This is an optimization exercise on Yosys and OpenROAD, whose aim is small area, not a production implementation.

## axi_adxl345
module axi_adxl345 (
    input  logic       S_AXI_LITE_ACLK,
    input  logic       S_AXI_LITE_ARESETN,
    input  adxl_pkg::axi_addr_t  S_AXI_LITE_AWADDR,
    input  logic       S_AXI_LITE_AWVALID,
    output logic       S_AXI_LITE_AWREADY,
    input  adxl_pkg::axi_data_t  S_AXI_LITE_WDATA,
    input  adxl_pkg::axi_strb_t  S_AXI_LITE_WSTRB,
    input  logic       S_AXI_LITE_WVALID,
    output logic       S_AXI_LITE_WREADY,
    output logic [1:0] S_AXI_LITE_BRESP,
    output logic       S_AXI_LITE_BVALID,
    input  logic       S_AXI_LITE_BREADY,
    input  adxl_pkg::axi_addr_t  S_AXI_LITE_ARADDR,
    input  logic       S_AXI_LITE_ARVALID,
    output logic       S_AXI_LITE_ARREADY,
    output adxl_pkg::axi_data_t  S_AXI_LITE_RDATA,
    output logic [1:0] S_AXI_LITE_RRESP,
    output logic       S_AXI_LITE_RVALID,
    input  logic       S_AXI_LITE_RREADY,
    output adxl_pkg::byte_t      M_AXIS_TDATA,
    output adxl_pkg::byte_t      M_AXIS_TUSER,
    output logic       M_AXIS_TVALID,
    output logic       M_AXIS_TLAST,
    input  logic       M_AXIS_TREADY,
    input  adxl_pkg::byte_t      S_AXIS_TDATA,
    input  adxl_pkg::byte_t      S_AXIS_TUSER,
    input  logic       S_AXIS_TVALID,
    input  logic       S_AXIS_TLAST,
    output logic       S_AXIS_TREADY
);
==> flow/config.mk <==
export PLATFORM = sky130hd
export DESIGN_NAME = axi_adxl345
export DESIGN_NICKNAME = axi_adxl345
export VERILOG_FILES = /design/flow/design.v
export SDC_FILE = /design/flow/constraint.sdc
export NUM_CORES = 4
export LEC_CHECK = 0
export ABC_AREA = 1
export CAP_MARGIN = 20
export CORE_MARGIN = 2
export CORE_UTILIZATION = 50
export GPL_TIMING_DRIVEN = 0
export SLEW_MARGIN = 20
==> flow/constraint.sdc <==
create_clock -name core_clock -period 10.0 [get_ports {S_AXI_LITE_ACLK}]
set_input_delay 2.0000 -clock core_clock [delete_from_list [all_inputs] [get_ports {S_AXI_LITE_ACLK}]]
set_output_delay 2.0000 -clock core_clock [all_outputs]
set_load 0.01 [all_outputs]
standard.sh (not shown) runs the stock make flow with config.mk's settings and CLKGATE_MAP_FILE= SYNTH_SCRIPT=/design/flow/synth_recipe.tcl, a recipe that flattens the netlist after the stock synthesis.
==> flow/flow/run.sh <==
#!/bin/bash
# Standard synthesis, then ABC re-maps its combinational logic for area
# (registers untouched), then the standard layout with small port buffers and
# a clock tree without dummy loads. Each tool's output goes to its own log.
set -euo pipefail
W=$(pwd)
R=$W/orfs/results/$FLOW_PLATFORM/axi_adxl345/base
LIB=$FLOW_HOME/platforms/$FLOW_PLATFORM/lib/sky130_fd_sc_hd__tt_025C_1v80.lib
YOSYS=$(command -v yosys || echo "$FLOW_HOME/../tools/install/yosys/bin/yosys")

bash standard.sh synth > "$W/log_1_standard_synth.log" 2>&1
cp "$R/1_2_yosys.v" "$W/standard_netlist.v"

python3 "$W/flow/comb_lib.py" "$LIB" "$W/comb.lib" > "$W/log_2_comb_lib.log" 2>&1
sed -e "s#@LIB@#$LIB#g" -e "s#@COMB@#$W/comb.lib#g" -e "s#@IN@#$W/standard_netlist.v#g" \
    -e "s#@OUT@#$W/remap.v#g" -e "s#@TOP@#$FLOW_TOP#g" -e "s#@ABC@#$W/flow/abc_area.script#g" "$W/flow/remap.ys" > "$W/remap_run.ys"
"$YOSYS" -l "$W/log_3_remap.log" -q "$W/remap_run.ys" > /dev/null 2>&1
rm -f "$W/comb.lib"
cp "$W/remap.v" "$R/1_2_yosys.v"

bash standard.sh \
    BUFFER_PORTS_ARGS="-buffer_cell sky130_fd_sc_hd__buf_1" \
    CTS_ARGS="$(cat "$W/flow/cts_args")" \
    finish > "$W/log_4_standard_layout.log" 2>&1
==> flow/flow/abc_area.script <==
strash
&get -n
&fraig -x
&put
dc2
strash
&get -n
&dch -f
&nf -R 1000 -F 8 -C 32
&put
==> flow/flow/remap.ys <==
# Re-map the combinational logic of the standard synthesis with ABC's
# default (area-leaning) script. Flip-flops are black boxes here, so every
# register keeps its name and cell type.
read_liberty -lib @LIB@
read_liberty -overwrite -ignore_miss_func @COMB@
read_verilog @IN@
hierarchy -check -top @TOP@
flatten
opt_clean
stat -liberty @LIB@
abc -script @ABC@ -liberty @LIB@ -dont_use *probe* -dont_use *lpflow*
setundef -zero
splitnets
opt_clean -purge
hilomap -singleton -hicell sky130_fd_sc_hd__conb_1 HI -locell sky130_fd_sc_hd__conb_1 LO
insbuf -buf sky130_fd_sc_hd__buf_4 A X
stat -liberty @LIB@
write_verilog -noattr -nohex -nodec @OUT@
# read the result back against the library alone and check it
design -reset
read_liberty -lib @LIB@
read_verilog @OUT@
hierarchy -check -top @TOP@
check -assert -mapped
Other scripts of this flow, unchanged in this note and not shown: flow/flow/comb_lib.py, flow/flow/cts_args
Next try:
--- a/flow/flow/run.sh
+++ b/flow/flow/run.sh
@@ -14,5 +14,5 @@
 python3 "$W/flow/comb_lib.py" "$LIB" "$W/comb.lib" > "$W/log_2_comb_lib.log" 2>&1
 sed -e "s#@LIB@#$LIB#g" -e "s#@COMB@#$W/comb.lib#g" -e "s#@IN@#$W/standard_netlist.v#g" \
-    -e "s#@OUT@#$W/remap.v#g" -e "s#@TOP@#$FLOW_TOP#g" -e "s#@ABC@#$W/flow/abc_area.script#g" "$W/flow/remap.ys" > "$W/remap_run.ys"
+    -e "s#@OUT@#$W/remap.v#g" -e "s#@TOP@#$FLOW_TOP#g" "$W/flow/remap.ys" > "$W/remap_run.ys"
 "$YOSYS" -l "$W/log_3_remap.log" -q "$W/remap_run.ys" > /dev/null 2>&1
 rm -f "$W/comb.lib"
--- a/flow/flow/remap.ys
+++ b/flow/flow/remap.ys
@@ -9,5 +9,5 @@
 opt_clean
 stat -liberty @LIB@
-abc -script @ABC@ -liberty @LIB@ -dont_use *probe* -dont_use *lpflow*
+abc -liberty @LIB@ -dont_use *probe* -dont_use *lpflow*
 setundef -zero
 splitnets
ABC_AREA = default   (was 1)
removed: flow/flow/abc_area.script
Result:
- clock skew falls by 12 ps
- first-iteration DRC count falls by 8.5%
- worst setup slack is worse by 220 ps
- cell count rises by 9.2%
- die area rises by about 3.7%
- synthesized cell count rises by about 13%
- critical path depth rises by 1
No run of this note included a check of the RTL's function; only the layout flow was run.

[what the ideal ports hide]
Ports are ideal in the flow. The routed layouts listed here were re-timed in OpenROAD. Step 1 (the two cells are an assumption about what drives the block):
set clk [get_ports {S_AXI_LITE_ACLK}]
set_driving_cell -lib_cell sky130_fd_sc_hd__clkbuf_16 $clk
set_driving_cell -lib_cell sky130_fd_sc_hd__buf_2 [delete_from_list [all_inputs] $clk]
Step 2 times the ports against the registers' clock, not the clock port: input delays grow and output delays shrink by t, the midpoint of the rising clock arrivals with the driver on. Three values: no drivers, after step 1, after step 2; two values: the first two.
| run | t (ns) | setup slack, ns | slew at the worst register clock pin (ns) |
|---|---|---|---|
| the first run | 0.650 | 4.664 / 4.706 / 4.056 | 0.11 / 0.11 |
| the second run | 0.633 | 4.439 / 4.478 / 3.846 | 0.12 / 0.12 |
After both steps setup and hold are still met in every run listed. The setup slack of the first run, which loses most, moves by +0.042 ns with the drivers and by -0.608 ns with both steps.
